This is an optimization exercise on Yosys and OpenROAD, whose aim is small area, not a production implementation. Function was checked by simulation only, so behaviour that the tests miss may differ from the original. No activity file was given, so power comes from the tool's default toggle rates.

== juniper ==
==> flow/design.v <==
package regfile_pkg;
    localparam int DATA_W_DEF = 64;
    localparam int ADDR_W_DEF = 5;
    localparam int XZR_IDX    = (2 ** ADDR_W_DEF) - 1;
    typedef logic [ADDR_W_DEF-1:0] reg_idx_t;
endpackage
module regfile_ao22 (
    input  logic a,
    input  logic sa,
    input  logic b,
    input  logic sb,
    output logic y
);
    assign y = (a & sa) | (b & sb);
endmodule
module regfile_aoi222 (
    input  logic a0,
    input  logic s0,
    input  logic a1,
    input  logic s1,
    input  logic a2,
    input  logic s2,
    output logic y
);
    assign y = ~((a0 & s0) | (a1 & s1) | (a2 & s2));
endmodule
module regfile_nand2 (
    input  logic a,
    input  logic b,
    output logic y
);
    assign y = ~(a & b);
endmodule
module regfile_nand4 (
    input  logic a,
    input  logic b,
    input  logic c,
    input  logic d,
    output logic y
);
    assign y = ~(a & b & c & d);
endmodule
module regfile_nand3 (
    input  logic a,
    input  logic b,
    input  logic c,
    output logic y
);
    assign y = ~(a & b & c);
endmodule
module regfile_or3 (
    input  logic a,
    input  logic b,
    input  logic c,
    output logic y
);
    assign y = a | b | c;
endmodule
module regfile_param
#(
    parameter int DATA_W   = regfile_pkg::DATA_W_DEF,
    parameter int ADDR_W   = regfile_pkg::ADDR_W_DEF,
    parameter int NUM_READ = 2,
    parameter int ZERO_REG = (2 ** ADDR_W) - 1
) (
    input  logic                               clk,
    input  logic                               reset,
    input  logic                               RegWrite,
    input  logic [ADDR_W-1:0]                  WriteRegister,
    input  logic [DATA_W-1:0]                  WriteData,
    input  logic                               Reserve,
    input  logic [ADDR_W-1:0]                  ReserveRegister,
    input  logic [NUM_READ-1:0][ADDR_W-1:0]    ReadRegister,
    output logic [NUM_READ-1:0][DATA_W-1:0]    ReadData,
    output logic [NUM_READ-1:0]                ReadBusy
);
    localparam int NREG = 31;
    logic [DATA_W-1:0] rf_q [NREG];
    logic [NREG-1:0]   valid;
    logic [NREG-1:0]   pending;
    for (genvar r = 0; r < NREG; r++) begin : g_reg
        logic              we;
        logic              wen;
        logic              set_hit;
        logic [DATA_W-1:0] q;
        logic [DATA_W-1:0] d;
        logic              v;
        logic              pend_q;
        assign we      = RegWrite && (WriteRegister == ADDR_W'(r));
        assign wen     = !we;
        assign set_hit = Reserve && (ReserveRegister == ADDR_W'(r));
        for (genvar b = 0; b < DATA_W; b++) begin : g_bit
            regfile_ao22 u_wsel (.a(q[b]), .sa(wen), .b(WriteData[b]), .sb(we), .y(d[b]));
        end
        always_ff @(posedge clk) begin
            q <= d;
        end
        always_ff @(posedge clk or posedge reset) begin
            if (reset) begin
                v <= 1'b0;
            end else if (we) begin
                v <= 1'b1;
            end
        end
        always_ff @(posedge clk or posedge reset) begin
            if (reset) begin
                pend_q <= 1'b0;
            end else if (set_hit) begin
                pend_q <= 1'b1;
            end else if (we) begin
                pend_q <= 1'b0;
            end
        end
        assign rf_q[r]    = q;
        assign valid[r]   = v;
        assign pending[r] = pend_q;
    end
    for (genvar p = 0; p < NUM_READ; p++) begin : g_rd
        logic [NREG-1:0] sel;
        for (genvar r = 0; r < NREG; r++) begin : g_sel
            assign sel[r] = valid[r] && (ReadRegister[p] == ADDR_W'(r));
        end
        assign ReadBusy[p] = (ReadRegister[p] == ADDR_W'(ZERO_REG)) ? 1'b0
                                                                    : pending[ReadRegister[p]];
        for (genvar b = 0; b < DATA_W; b++) begin : g_bit
            logic [10:0] t;
            logic [2:0]  u;
            for (genvar k = 0; k < 10; k++) begin : g_aoi
                regfile_aoi222 u_aoi (
                    .a0(rf_q[3*k][b]),   .s0(sel[3*k]),
                    .a1(rf_q[3*k+1][b]), .s1(sel[3*k+1]),
                    .a2(rf_q[3*k+2][b]), .s2(sel[3*k+2]),
                    .y (t[k])
                );
            end
            regfile_nand2 u_last (.a(rf_q[30][b]), .b(sel[30]), .y(t[10]));
            regfile_nand4 u_n0 (.a(t[0]), .b(t[1]), .c(t[2]),  .d(t[3]), .y(u[0]));
            regfile_nand4 u_n1 (.a(t[4]), .b(t[5]), .c(t[6]),  .d(t[7]), .y(u[1]));
            regfile_nand3 u_n2 (.a(t[8]), .b(t[9]), .c(t[10]),           .y(u[2]));
            regfile_or3   u_o  (.a(u[0]), .b(u[1]), .c(u[2]),            .y(ReadData[p][b]));
        end
    end
endmodule
clock: 10.0 ns
lec_check: 0
cap_margin: 20
core_margin: 2
core_utilization: 25
place_density: 0.35
slew_margin: 20
synth_hierarchical: 1
run.sh (not shown) runs the stock make flow with config.mk's settings and CLKGATE_MAP_FILE= SYNTH_SCRIPT=/design/flow/synth_recipe.tcl, a recipe that flattens the netlist after the stock synthesis.
Changes in maple relative to juniper:
# juniper
export LEC_CHECK = 0
export CAP_MARGIN = 20
export CORE_MARGIN = 2
export CORE_UTILIZATION = 25
export PLACE_DENSITY = 0.35
export SLEW_MARGIN = 20
export SYNTH_HIERARCHICAL = 1
create_clock -name core_clock -period 10.0 [get_ports {clk}]
# maple
export LEC_CHECK = 0
export CAP_MARGIN = 20
export CORE_MARGIN = 2
export CORE_UTILIZATION = 45
export CTS_BUF_LIST = sky130_fd_sc_hd__clkbuf_16
export CTS_CLUSTER_DIAMETER = 100
export CTS_CLUSTER_SIZE = 24
export PLACE_DENSITY = 0.55
export SLEW_MARGIN = 20
export SYNTH_HIERARCHICAL = 1
create_clock -name core_clock -period 10.0 [get_ports {clk}]
- maple went all the way through synthesis, placement and routing and the layout is clean on timing, DRC and antenna.
- The fraction of area in non-clock buffers in maple sits 0.24 points below the value recorded for juniper.
- juniper -> maple: worst hold slack flat
- Number of buffers and inverters on the critical path in maple is 1 higher than in juniper
- Sum of internal, switching and leakage power: maple lower than juniper
Here is what was changed in the inputs of violet compared with maple.
==> flow/flow/run.sh (new file) <==
#!/bin/bash
# The standard layout (the standard.sh, unchanged synthesis and steps),
# with every port still buffered but by the smallest buffer cell.
set -e
export BUFFER_PORTS_ARGS="-buffer_cell sky130_fd_sc_hd__buf_1"
bash standard.sh > standard.log 2>&1
==> flow/standard.sh (new file) <==
#!/bin/bash
# synth_recipe.tcl (not shown) runs the flow's synth.tcl, then flattens the netlist and writes it again
# the make line also repeats each setting of config.mk as NAME=value (left out here)
make -C /OpenROAD-flow-scripts/flow DESIGN_CONFIG=/design/flow/config.mk WORK_HOME=/design/flow/orfs CLKGATE_MAP_FILE= SYNTH_SCRIPT=/design/flow/synth_recipe.tcl "${@:-finish}"
removed: flow/run.sh
==> run summary <==
- violet: all stages complete, timing, DRC and antenna checks passed
- Diff violet..maple | final net count | negligible
- Per the comparison of violet with maple, hold slack level, fmax increased by 5.0% relative to the old numbers, non-clock buffer count saw a decrease, total detailed-routing wirelength now larger.

==> re-timing with driven ports <==
The results above use ideal ports. As a check the final layouts listed here were re-extracted and re-timed, cells and wires unchanged.
Step 1 assumes that a clkbuf_16 drives the clock port and a buf_2 every other input.
Step 2 times the ports against the registers' clock, not the clock port: input delays grow and output delays shrink by t, the midpoint of the rising clock arrivals with the driver on.
Three values: no drivers, after step 1, after step 2; two values: the first two.
run	t, ns	slack for setup (ns)	hold WS [ns]
juniper	1.028	1.578 / 1.517 / 1.517	0.506 / 0.506 / 0.506
maple	0.870	1.618 / 1.588 / 1.588	0.508 / 0.508 / 0.508
violet	0.853	2.018 / 1.989 / 1.989	0.508 / 0.508 / 0.508
After both steps every run listed still meets setup and hold. The setup slack of juniper, which loses most, moves by -0.061 ns with the drivers and by -0.061 ns with both steps.
